This design comes from an exercise in tuning for a short achievable clock period and few clock cycles on the open sky130 flow, not from production work. Function was checked by simulation only, so behaviour that the tests miss may differ from the original. Power is estimated from default activity; no workload was simulated.

// cache_top
module cache_top #(
    parameter int SETS = 4
) (
    input logic clk,
    input logic proc_reset,
    input logic proc_read,
    input logic proc_write,
    input cache_geom_pkg::proc_addr_t proc_addr,
    input cache_geom_pkg::word_t proc_wdata,
    output logic proc_stall,
    output cache_geom_pkg::word_t proc_rdata,
    output logic mem_read,
    output logic mem_write,
    output cache_geom_pkg::mem_addr_t mem_addr,
    output cache_geom_pkg::line_t mem_wdata,
    input cache_geom_pkg::line_t mem_rdata,
    input logic mem_ready
);
export LEC_CHECK = 0
export ABC_CLOCK_PERIOD_IN_PS = 1500
export CAP_MARGIN = 30
export CORE_MARGIN = 2
export CORE_UTILIZATION = 55
export SETUP_SLACK_MARGIN = 3.0
export SLEW_MARGIN = 30
create_clock -name core_clock -period 7.2 [get_ports {clk}]
standard.sh (not shown) runs the stock make flow with config.mk's settings and CLKGATE_MAP_FILE= SYNTH_SCRIPT=/design/flow/synth_recipe.tcl, a recipe that flattens the netlist after the stock synthesis.
==> flow/flow/run.sh <==
#!/bin/bash
# The standard layout, except that the ports get plain buf_4 buffers in
# place of the delay cells buffer_ports picks by default; the platform sizes
# port buffers only within their footprint, so a delay-cell port buffer can
# never be sized up to a fast one. Synthesis is the standard one, unchanged.
set -euo pipefail
bash standard.sh synth > flow_synth.log 2>&1
bash standard.sh 'BUFFER_PORTS_ARGS=-buffer_cell sky130_fd_sc_hd__buf_4' finish > flow_layout.log 2>&1
Testbench counts at the start, summed over its fixed seeds: cycles 74,833.
Next try:
--- a/flow/design.v
+++ b/flow/design.v
@@ -23,21 +23,20 @@
 `default_nettype none
 module cache_tag_array #(
     parameter int SETS = 4
 ) (
     input logic clk,
     input logic proc_reset,
     input cache_geom_pkg::proc_addr_t proc_addr,
     output logic hit0,
     output logic hit1,
     output logic predict0,
-    output logic predict1,
     output logic victim_ambiguous,
     output cache_ctrl_pkg::way_t victim_way,
     output logic [SETS-1:0] set_victim_way,
     output logic victim_dirty,
     output logic [cache_geom_pkg::MEM_ADDR_W-$clog2(SETS)-1:0] victim_tag,
     input logic touch,
     input cache_ctrl_pkg::way_t touch_way,
     input logic fill,
     input logic fill_dirty,
     input logic word_write
@@ -60,34 +59,30 @@
         for (int s = 0; s < SETS; s++) begin
             set_sel[s] = (req_index == IDX_W'(s));
             match0[s] = valid[s][0] && (tags[s][0] == req_tag) && set_sel[s];
             match1[s] = valid[s][1] && (tags[s][1] == req_tag) && set_sel[s];
         end
     end
     assign hit0 = |match0;
     assign hit1 = |match1;
     localparam int PRED_W = 4;
     logic [SETS-1:0] set_predict0;
-    logic [SETS-1:0] set_predict1;
     logic [SETS-1:0] set_ambiguous;
     always_comb begin
         for (int s = 0; s < SETS; s++) begin
             set_predict0[s] = valid[s][0] && set_sel[s] &&
                               (tags[s][0][PRED_W-1:0] == req_tag[PRED_W-1:0]);
-            set_predict1[s] = valid[s][1] && set_sel[s] &&
-                              (tags[s][1][PRED_W-1:0] == req_tag[PRED_W-1:0]);
             set_ambiguous[s] = valid[s][0] && valid[s][1] &&
                                (tags[s][0][PRED_W-1:0] == tags[s][1][PRED_W-1:0]);
         end
     end
     assign predict0 = |set_predict0;
-    assign predict1 = |set_predict1;
     logic [SETS-1:0] set_victim;
     logic [SETS-1:0] set_victim_dirty;
     logic [TAG_W-1:0] set_victim_tag [SETS];
     always_comb begin
         for (int s = 0; s < SETS; s++) begin
             if (!valid[s][0]) begin
                 set_victim[s] = 1'b0;
             end else if (!valid[s][1]) begin
                 set_victim[s] = 1'b1;
             end else begin
@@ -144,22 +139,20 @@
 module cache_data_array #(
     parameter int SETS = 4
 ) (
     input logic clk,
     input cache_geom_pkg::proc_addr_t proc_addr,
     input cache_geom_pkg::word_t proc_wdata,
     input cache_geom_pkg::line_t mem_rdata,
     output cache_geom_pkg::word_t proc_rdata,
     output cache_geom_pkg::line_t mem_wdata,
     input logic predict0,
-    input logic predict1,
-    input logic ambiguous,
     input logic retry,
     input logic filling,
     input cache_ctrl_pkg::way_t victim_way,
     input logic [SETS-1:0] set_victim_way,
     input logic touch,
     input cache_ctrl_pkg::way_t touch_way,
     input logic word_write,
     input logic fill
 );
     localparam int IDX_W = $clog2(SETS);
@@ -189,29 +182,23 @@
         word0 = '0;
         word1 = '0;
         mem_wdata = '0;
         for (int s = 0; s < SETS; s++) begin
             word0 = word0 | (line_word[s][0] & {WORD_W{set_sel[s]}});
             word1 = word1 | (line_word[s][1] & {WORD_W{set_sel[s]}});
             mem_wdata = mem_wdata | (victim_line[s] & {cache_geom_pkg::LINE_W{set_sel[s]}});
         end
     end
     assign mem_word = mem_rdata[req_offset * WORD_W +: WORD_W];
-    localparam int HALF = WORD_W / 2;
     logic pick0;
-    logic pick1;
     assign pick0 = predict0 && !retry && !filling;
-    assign pick1 = ((predict1 && !ambiguous) || retry) && !filling;
-    assign proc_rdata[HALF-1:0] = pick0 ? word0[HALF-1:0] :
-                                  (filling ? mem_word[HALF-1:0] : word1[HALF-1:0]);
-    assign proc_rdata[WORD_W-1:HALF] = pick1 ? word1[WORD_W-1:HALF] :
-                                       (filling ? mem_word[WORD_W-1:HALF] : word0[WORD_W-1:HALF]);
+    assign proc_rdata = pick0 ? word0 : (filling ? mem_word : word1);
     always_comb begin
         fill_line = mem_rdata;
         if (word_write) begin
             fill_line[req_offset * WORD_W +: WORD_W] = proc_wdata;
         end
     end
     always_ff @(posedge clk) begin
         if (fill) begin
             lines[req_index][victim_way] <= fill_line;
         end else if (touch && word_write) begin
@@ -309,60 +296,56 @@
     output cache_geom_pkg::mem_addr_t mem_addr,
     output cache_geom_pkg::line_t mem_wdata,
     input cache_geom_pkg::line_t mem_rdata,
     input logic mem_ready
 );
     localparam int IDX_W = $clog2(SETS);
     localparam int TAG_W = cache_geom_pkg::MEM_ADDR_W - IDX_W;
     logic hit0;
     logic hit1;
     logic predict0;
-    logic predict1;
     logic victim_ambiguous;
     logic retry;
     cache_ctrl_pkg::way_t victim_way;
     logic [SETS-1:0] set_victim_way;
     logic victim_dirty;
     logic [TAG_W-1:0] victim_tag;
     logic touch;
     cache_ctrl_pkg::way_t touch_way;
     logic fill;
     logic filling;
     cache_tag_array #(.SETS(SETS)) u_tag_array (
         .clk          (clk),
         .proc_reset   (proc_reset),
         .proc_addr    (proc_addr),
         .hit0         (hit0),
         .hit1         (hit1),
         .predict0     (predict0),
-        .predict1     (predict1),
         .victim_ambiguous (victim_ambiguous),
         .victim_way   (victim_way),
         .set_victim_way (set_victim_way),
         .victim_dirty (victim_dirty),
         .victim_tag   (victim_tag),
         .touch        (touch),
         .touch_way    (touch_way),
         .fill         (fill),
         .fill_dirty   (proc_write),
         .word_write   (proc_write)
     );
     cache_data_array #(.SETS(SETS)) u_data_array (
         .clk        (clk),
         .proc_addr  (proc_addr),
         .proc_wdata (proc_wdata),
         .mem_rdata  (mem_rdata),
         .proc_rdata (proc_rdata),
         .mem_wdata  (mem_wdata),
         .predict0   (predict0),
-        .predict1   (predict1),
-        .ambiguous  (victim_ambiguous),
         .retry      (retry),
         .filling    (filling),
         .victim_way (victim_way),
         .set_victim_way (set_victim_way),
         .touch      (touch),
         .touch_way  (touch_way),
         .word_write (proc_write),
         .fill       (fill)
     );
     cache_ctrl #(.SETS(SETS)) u_ctrl (
- The new run passed the timing, DRC and antenna checks
- worst setup slack gains 0.072 ns
- wire length rose by 11%
- clock power rose by 3.7%
- global-route usage increases by 3.1 points
- via count rose by 8.3%
- core utilization climbs by 2.9 points
- design area came out higher by 7.3%
Testbench counts after the change, summed over its fixed seeds: cycles 74,833.

==> port drivers added, routing unchanged <==
Ports are ideal in the flow. The routed layouts listed here were re-timed in OpenROAD.
Step 1 assumes that a clkbuf_16 drives the clock port and a buf_2 every other input.
Step 2 also shifts input and output timing later by t, the mid clock arrival at the registers, as if the neighbouring blocks saw the same clock.
Three values: ideal ports, drivers, drivers and shift; two values: the first two.
run	shift t [ns]	setup slack, ns	hold WS [ns]	worst setup path at the end	worst data-port slew with drivers (ns)
the first run	0.825	2.183 / 2.088 / 1.997	0.584 / 0.584 / 0.584	input to register	0.24
the second run	0.838	2.255 / 1.916 / 1.884	0.519 / 0.519 / 0.519	input to register	0.38
After both steps setup and hold are still met in every run listed. The setup slack of the second run, which loses most, moves by -0.339 ns with the drivers and by -0.371 ns with both steps.
